Background: an optimization exercise with open tools, aiming at small area. Do not read the settings as production practice. Where RTL was checked, it was by simulation tests only, not by an equivalence proof against the original. No activity file was given, so power comes from the tool's default toggle rates.

the reference run:
==> module register_bank_mux, before the edit <==
module register_bank_mux #(
  parameter int WIDTH = register_bank_pkg::DEF_WIDTH,
  parameter int DEPTH = register_bank_pkg::DEF_DEPTH,
  parameter bit R0_ZERO = 1'b0,
  parameter int AW = $clog2(DEPTH)
) (
  input  logic             clk,
  input  logic             reset,
  input  logic             we,
  input  logic [AW-1:0]    waddr,
  input  logic [WIDTH-1:0] wdata,
  input  logic [AW-1:0]    raddr_a,
  output logic [WIDTH-1:0] rdata_a,
  input  logic [AW-1:0]    raddr_b,
  output logic [WIDTH-1:0] rdata_b,
  input  logic             dump_start,
  output logic             dump_busy,
  output logic             dump_valid,
  input  logic             dump_ready,
  output logic [AW-1:0]    dump_addr,
  output logic [WIDTH-1:0] dump_data,
  output logic             dump_last
);
  localparam logic [AW-1:0] LAST = AW'(DEPTH - 1);
  logic [DEPTH-1:0][WIDTH-1:0] regs;
  logic [DEPTH-1:0] wen, seln_a, seln_b, seln_d;
  logic [AW-1:0] ra_q, rb_q;
  logic [WIDTH-1:0] wd, sel_data_a, sel_data_b, beat;
  logic running, start, advance, hit, hit_or_reset;
  logic [AW-1:0] ptr, ptr_nxt;
  always_comb
    for (int i = 0; i < DEPTH; i++)
      wen[i] = we && waddr == AW'(i) && !(R0_ZERO && i == 0);
  assign wd = wdata & {WIDTH{!reset}};
  always_ff @(posedge clk)
    for (int i = 0; i < DEPTH; i++)
      if (reset || wen[i]) regs[i] <= wd;
  always_ff @(posedge clk) begin
    ra_q <= raddr_a;
    rb_q <= raddr_b;
  end
  always_comb
    for (int i = 0; i < DEPTH; i++) begin
      seln_a[i] = ra_q != AW'(i);
      seln_b[i] = rb_q != AW'(i);
    end
  register_bank_read_port #(.WIDTH(WIDTH), .DEPTH(DEPTH)) u_port_a (
    .sel_n(seln_a), .words(regs), .data(sel_data_a)
  );
  register_bank_read_port #(.WIDTH(WIDTH), .DEPTH(DEPTH)) u_port_b (
    .sel_n(seln_b), .words(regs), .data(sel_data_b)
  );
  if (DEPTH == 2**AW) begin : g_full
    assign rdata_a = sel_data_a;
    assign rdata_b = sel_data_b;
  end else begin : g_part
    assign rdata_a = sel_data_a & {WIDTH{!(&seln_a)}};
    assign rdata_b = sel_data_b & {WIDTH{!(&seln_b)}};
  end
  assign start = !running && dump_start;
  assign advance = running && dump_ready && ptr != LAST;
  always_ff @(posedge clk)
    if (reset) running <= 1'b0;
    else if (!running) running <= dump_start;
    else if (dump_ready && ptr == LAST) running <= 1'b0;
  assign ptr_nxt = advance ? ptr + AW'(1) : '0;
  always_ff @(posedge clk)
    if (reset || !running || dump_ready) ptr <= reset ? '0 : ptr_nxt;
  assign hit = we && waddr == ptr_nxt && !(R0_ZERO && waddr == '0);
  assign hit_or_reset = hit || reset;
  always_comb
    for (int i = 0; i < DEPTH; i++)
      seln_d[i] = hit_or_reset || ptr_nxt != AW'(i);
  register_bank_read_port #(.WIDTH(WIDTH), .DEPTH(DEPTH)) u_beat (
    .sel_n(seln_d), .words(regs), .data(beat)
  );
  always_ff @(posedge clk)
    if (reset || start || advance) dump_data <= beat & (wd | {WIDTH{!hit_or_reset}});
  assign dump_busy = running;
  assign dump_valid = running;
  assign dump_addr = ptr;
  assign dump_last = running && ptr == LAST;
endmodule
Settings: LEC_CHECK=0, CAP_MARGIN=20, CORE_MARGIN=2, CORE_UTILIZATION=60, CTS_CLUSTER_DIAMETER=60, CTS_CLUSTER_SIZE=25, PLACE_DENSITY=0.8, SLEW_MARGIN=20, SYNTH_HIERARCHICAL=1, SYNTH_MINIMUM_KEEP_SIZE=0; clock period 5.0 ns.
standard.sh (not shown) runs the stock make flow with config.mk's settings and CLKGATE_MAP_FILE= SYNTH_SCRIPT=/design/flow/synth_recipe.tcl, a recipe that flattens the netlist after the stock synthesis.
==> flow/flow/run.sh <==
#!/bin/bash
# The standard layout, with two changes: every port is buffered by a sky130_fd_sc_hd__buf_1
# instead of the delay buffer buffer_ports picks by default, and clock tree synthesis adds no
# dummy loads. Make's full output goes to flow_make.log here; each ORFS step keeps its own
# log under orfs/logs/.
set -euo pipefail
bash standard.sh \
  "BUFFER_PORTS_ARGS=-buffer_cell sky130_fd_sc_hd__buf_1" \
  "CTS_ARGS=-sink_clustering_enable -repair_clock_nets -sink_clustering_size 30 -sink_clustering_max_diameter 80 -dont_use_dummy_load" \
  finish > flow_make.log 2>&1
### the reference run -> the trial run
--- a/flow/design.v
+++ b/flow/design.v
@@ -37,8 +37,19 @@
   output logic y_n
 );
   assign y_n = ~((d0 | s0_n) & (d1 | s1_n));
 endmodule
+module register_bank_hold #(
+  parameter int WIDTH = 32
+) (
+  input  logic             en,
+  input  logic             en_n,
+  input  logic [WIDTH-1:0] w,
+  input  logic [WIDTH-1:0] q,
+  output logic [WIDTH-1:0] d
+);
+  assign d = (w & {WIDTH{en}}) | (q & {WIDTH{en_n}});
+endmodule
 module register_bank_mux #(
   parameter int WIDTH = register_bank_pkg::DEF_WIDTH,
   parameter int DEPTH = register_bank_pkg::DEF_DEPTH,
   parameter bit R0_ZERO = 1'b0,
@@ -61,21 +72,25 @@
   output logic [WIDTH-1:0] dump_data,
   output logic             dump_last
 );
   localparam logic [AW-1:0] LAST = AW'(DEPTH - 1);
-  logic [DEPTH-1:0][WIDTH-1:0] regs;
-  logic [DEPTH-1:0] wen, seln_a, seln_b, seln_d;
+  logic [DEPTH-1:0][WIDTH-1:0] regs, regs_nxt;
+  logic [DEPTH-1:0] wen, ld, keep, seln_a, seln_b, seln_d;
   logic [AW-1:0] ra_q, rb_q;
-  logic [WIDTH-1:0] wd, sel_data_a, sel_data_b, beat;
-  logic running, start, advance, hit, hit_or_reset;
+  logic [WIDTH-1:0] sel_data_a, sel_data_b, beat, dump_nxt;
+  logic running, start, advance, beat_ld;
   logic [AW-1:0] ptr, ptr_nxt;
   always_comb
     for (int i = 0; i < DEPTH; i++)
       wen[i] = we && waddr == AW'(i) && !(R0_ZERO && i == 0);
-  assign wd = wdata & {WIDTH{!reset}};
-  always_ff @(posedge clk)
-    for (int i = 0; i < DEPTH; i++)
-      if (reset || wen[i]) regs[i] <= wd;
+  assign ld = wen & {DEPTH{!reset}};
+  assign keep = ~(wen | {DEPTH{reset}});
+  for (genvar i = 0; i < DEPTH; i++) begin : g_reg
+    register_bank_hold #(.WIDTH(WIDTH)) u_hold (
+      .en(ld[i]), .en_n(keep[i]), .w(wdata), .q(regs[i]), .d(regs_nxt[i])
+    );
+  end
+  always_ff @(posedge clk) regs <= regs_nxt;
   always_ff @(posedge clk) begin
     ra_q <= raddr_a;
     rb_q <= raddr_b;
   end
@@ -105,18 +120,19 @@
     else if (dump_ready && ptr == LAST) running <= 1'b0;
   assign ptr_nxt = advance ? ptr + AW'(1) : '0;
   always_ff @(posedge clk)
     if (reset || !running || dump_ready) ptr <= reset ? '0 : ptr_nxt;
-  assign hit = we && waddr == ptr_nxt && !(R0_ZERO && waddr == '0);
-  assign hit_or_reset = hit || reset;
   always_comb
     for (int i = 0; i < DEPTH; i++)
-      seln_d[i] = hit_or_reset || ptr_nxt != AW'(i);
+      seln_d[i] = ptr_nxt != AW'(i);
   register_bank_read_port #(.WIDTH(WIDTH), .DEPTH(DEPTH)) u_beat (
-    .sel_n(seln_d), .words(regs), .data(beat)
+    .sel_n(seln_d), .words(regs_nxt), .data(beat)
   );
-  always_ff @(posedge clk)
-    if (reset || start || advance) dump_data <= beat & (wd | {WIDTH{!hit_or_reset}});
+  assign beat_ld = reset || start || advance;
+  register_bank_hold #(.WIDTH(WIDTH)) u_beat_hold (
+    .en(beat_ld), .en_n(!beat_ld), .w(beat), .q(dump_data), .d(dump_nxt)
+  );
+  always_ff @(posedge clk) dump_data <= dump_nxt;
   assign dump_busy = running;
   assign dump_valid = running;
   assign dump_addr = ptr;
   assign dump_last = running && ptr == LAST;
Results
The slack of the critical path on the trial run is in line with that on the reference run.
Looking at combinational share of power, the trial run sits above the reference run.
Between the reference run and the trial run, synthesized cell count increased.
~same XOR/XNOR share of the synthesized area in the reference run and the trial run
Between the reference run and the trial run, the post-synthesis compound-gate area fraction is higher for the trial run.
Number of cell instances on the worst register-to-register path ends up lower on the trial run.


== red ==
The RTL this note starts from:
==> flow/design.v <==
package register_bank_pkg;
  localparam int DEF_WIDTH = 32;
  localparam int DEF_DEPTH = 16;
  typedef enum logic {DUMP_IDLE, DUMP_RUN} dump_state_t;
endpackage
module register_bank_read_port #(
  parameter int WIDTH = 32,
  parameter int DEPTH = 16
) (
  input  logic [DEPTH-1:0]            sel,
  input  logic [DEPTH-1:0][WIDTH-1:0] words,
  output logic [WIDTH-1:0]            data
);
  always_comb begin
    data = '1;
    for (int i = 0; i < DEPTH; i++)
      data = data & (words[i] | {WIDTH{!sel[i]}});
    data = data & {WIDTH{|sel}};
  end
endmodule
module register_bank_mux #(
  parameter int WIDTH = register_bank_pkg::DEF_WIDTH,
  parameter int DEPTH = register_bank_pkg::DEF_DEPTH,
  parameter bit R0_ZERO = 1'b0,
  parameter int AW = $clog2(DEPTH)
) (
  input  logic             clk,
  input  logic             reset,
  input  logic             we,
  input  logic [AW-1:0]    waddr,
  input  logic [WIDTH-1:0] wdata,
  input  logic [AW-1:0]    raddr_a,
  output logic [WIDTH-1:0] rdata_a,
  input  logic [AW-1:0]    raddr_b,
  output logic [WIDTH-1:0] rdata_b,
  input  logic             dump_start,
  output logic             dump_busy,
  output logic             dump_valid,
  input  logic             dump_ready,
  output logic [AW-1:0]    dump_addr,
  output logic [WIDTH-1:0] dump_data,
  output logic             dump_last
);
  localparam logic [AW-1:0] LAST = AW'(DEPTH - 1);
  logic [DEPTH-1:0][WIDTH-1:0] regs;
  logic [DEPTH-1:0] wen, sel_a, sel_b, sel_d;
  logic [AW-1:0] ra_q, rb_q;
  logic running, start, advance, hit;
  logic [AW-1:0] ptr, ptr_nxt;
  logic [WIDTH-1:0] beat;
  always_comb
    for (int i = 0; i < DEPTH; i++)
      wen[i] = we && waddr == AW'(i) && !(R0_ZERO && i == 0);
  logic [WIDTH-1:0] wd;
  assign wd = wdata & {WIDTH{!reset}};
  always_ff @(posedge clk)
    for (int i = 0; i < DEPTH; i++)
      if (reset || wen[i]) regs[i] <= wd;
  always_ff @(posedge clk) begin
    ra_q <= raddr_a;
    rb_q <= raddr_b;
  end
  always_comb
    for (int i = 0; i < DEPTH; i++) begin
      sel_a[i] = ra_q == AW'(i);
      sel_b[i] = rb_q == AW'(i);
    end
  register_bank_read_port #(.WIDTH(WIDTH), .DEPTH(DEPTH)) u_port_a (
    .sel(sel_a), .words(regs), .data(rdata_a)
  );
  register_bank_read_port #(.WIDTH(WIDTH), .DEPTH(DEPTH)) u_port_b (
    .sel(sel_b), .words(regs), .data(rdata_b)
  );
  assign start = !running && dump_start;
  assign advance = running && dump_ready && ptr != LAST;
  always_ff @(posedge clk)
    if (reset) running <= 1'b0;
    else if (!running) running <= dump_start;
    else if (dump_ready && ptr == LAST) running <= 1'b0;
  assign ptr_nxt = advance ? ptr + AW'(1) : '0;
  always_ff @(posedge clk)
    if (reset || !running || dump_ready) ptr <= reset ? '0 : ptr_nxt;
  always_comb
    for (int i = 0; i < DEPTH; i++)
      sel_d[i] = !reset && !wen[i] && ptr_nxt == AW'(i);
  assign hit = !reset && we && waddr == ptr_nxt && !(R0_ZERO && waddr == '0);
  register_bank_read_port #(.WIDTH(WIDTH), .DEPTH(DEPTH)) u_beat (
    .sel(sel_d), .words(regs), .data(beat)
  );
  always_ff @(posedge clk)
    if (reset || start || advance) dump_data <= beat | (wdata & {WIDTH{hit}});
  assign dump_busy = running;
  assign dump_valid = running;
  assign dump_addr = ptr;
  assign dump_last = running && ptr == LAST;
endmodule
clock: 5.0 ns
lec_check: 0
cap_margin: 20
core_margin: 2
core_utilization: 40
slew_margin: 20
run.sh (not shown) runs the stock make flow with config.mk's settings and CLKGATE_MAP_FILE= SYNTH_SCRIPT=/design/flow/synth_recipe.tcl, a recipe that flattens the netlist after the stock synthesis.
Stock flow here: none of the scripts above is used.
Layout checks on red: not met. Flow itself completed; violations: negative setup slack.
## Diff of input files: blue against red
diff --git a/flow/design.v b/flow/design.v
--- a/flow/design.v
+++ b/flow/design.v
@@ -12,10 +12,9 @@
   output logic [WIDTH-1:0]            data
 );
   always_comb begin
-    data = '1;
+    data = '0;
     for (int i = 0; i < DEPTH; i++)
-      data = data & (words[i] | {WIDTH{!sel[i]}});
-    data = data & {WIDTH{|sel}};
+      data = data | (words[i] & {WIDTH{sel[i]}});
   end
 endmodule
 module register_bank_mux #(
@@ -43,27 +42,28 @@
 );
   localparam logic [AW-1:0] LAST = AW'(DEPTH - 1);
   logic [DEPTH-1:0][WIDTH-1:0] regs;
-  logic [DEPTH-1:0] wen, sel_a, sel_b, sel_d;
+  logic [DEPTH-1:0] wen, valid, sel_a, sel_b, sel_d;
   logic [AW-1:0] ra_q, rb_q;
-  logic running, start, advance, hit;
+  logic running, accept, hold, hit;
   logic [AW-1:0] ptr, ptr_nxt;
   logic [WIDTH-1:0] beat;
   always_comb
     for (int i = 0; i < DEPTH; i++)
       wen[i] = we && waddr == AW'(i) && !(R0_ZERO && i == 0);
-  logic [WIDTH-1:0] wd;
-  assign wd = wdata & {WIDTH{!reset}};
   always_ff @(posedge clk)
     for (int i = 0; i < DEPTH; i++)
-      if (reset || wen[i]) regs[i] <= wd;
+      if (wen[i]) regs[i] <= wdata;
+  always_ff @(posedge clk)
+    if (reset) valid <= '0;
+    else valid <= valid | wen;
   always_ff @(posedge clk) begin
     ra_q <= raddr_a;
     rb_q <= raddr_b;
   end
   always_comb
     for (int i = 0; i < DEPTH; i++) begin
-      sel_a[i] = ra_q == AW'(i);
-      sel_b[i] = rb_q == AW'(i);
+      sel_a[i] = valid[i] && ra_q == AW'(i);
+      sel_b[i] = valid[i] && rb_q == AW'(i);
     end
   register_bank_read_port #(.WIDTH(WIDTH), .DEPTH(DEPTH)) u_port_a (
     .sel(sel_a), .words(regs), .data(rdata_a)
@@ -71,24 +71,25 @@
   register_bank_read_port #(.WIDTH(WIDTH), .DEPTH(DEPTH)) u_port_b (
     .sel(sel_b), .words(regs), .data(rdata_b)
   );
-  assign start = !running && dump_start;
-  assign advance = running && dump_ready && ptr != LAST;
+  assign accept = running && dump_ready;
+  assign hold = running && !dump_ready;
   always_ff @(posedge clk)
     if (reset) running <= 1'b0;
     else if (!running) running <= dump_start;
     else if (dump_ready && ptr == LAST) running <= 1'b0;
-  assign ptr_nxt = advance ? ptr + AW'(1) : '0;
+  assign ptr_nxt = (accept && ptr != LAST) ? ptr + AW'(1) : '0;
   always_ff @(posedge clk)
-    if (reset || !running || dump_ready) ptr <= reset ? '0 : ptr_nxt;
+    if (reset) ptr <= '0;
+    else if (!hold) ptr <= ptr_nxt;
   always_comb
     for (int i = 0; i < DEPTH; i++)
-      sel_d[i] = !reset && !wen[i] && ptr_nxt == AW'(i);
-  assign hit = !reset && we && waddr == ptr_nxt && !(R0_ZERO && waddr == '0);
+      sel_d[i] = valid[i] && !wen[i] && ptr_nxt == AW'(i);
+  assign hit = we && waddr == ptr_nxt && !(R0_ZERO && waddr == '0);
   register_bank_read_port #(.WIDTH(WIDTH), .DEPTH(DEPTH)) u_beat (
     .sel(sel_d), .words(regs), .data(beat)
   );
   always_ff @(posedge clk)
-    if (reset || start || advance) dump_data <= beat | (wdata & {WIDTH{hit}});
+    if (!hold) dump_data <= beat | (wdata & {WIDTH{hit}});
   assign dump_busy = running;
   assign dump_valid = running;
   assign dump_addr = ptr;
[summary]
[diff] register-to-register slack, blue relative to red: improvement. In blue, the number of sequential storage elements came out 16 above the value in red. Between red and blue, the actual slew at the worst max-slew pin is higher for blue. In summary, blue completed successfully, with a layout that passed the timing, DRC and antenna checks. red → blue: via count of the first global-routing pass went up by about 4%, final wirelength went up by 11,000 um, non-clock buffer count went down by 2, cell count went up by 0.71%.
No run of this note included a check of the RTL's function; only the layout flow was run.

[afterwards: timing with drivers on the ports]
In the flow no input, the clock included, has a driving cell. The finished layouts below were timed again as built, in two steps. Step 1 assumes that a clkbuf_16 drives the clock port and a buf_2 every other input. Step 2, shift: input delay + t, output delay - t, t = (earliest + latest rising clock arrival at the registers) / 2. This alone moves slack from input paths to output paths. Three values: ideal, step 1, step 2; two values: the first two.
| run | t (ns) | setup slack, ns | latest minus earliest clock arrival (ns) | cell pins on the clock port's net |
|---|---|---|---|---|
| the reference run | 0.661 | 0.458 / 0.402 / 0.535 | 0.053 / 0.053 | 1 |
| the trial run | 0.671 | 0.459 / 0.399 / 0.525 | 0.056 / 0.056 | 1 |
| red | 0.695 | -0.137 / -0.204 / 0.393 | 0.032 / 0.032 | 1 |
| blue | 0.718 | 0.322 / 0.261 / 0.225 | 0.039 / 0.039 | 1 |
The setup slack of blue, which loses most, moves by -0.061 ns with the drivers and by -0.097 ns with both steps.
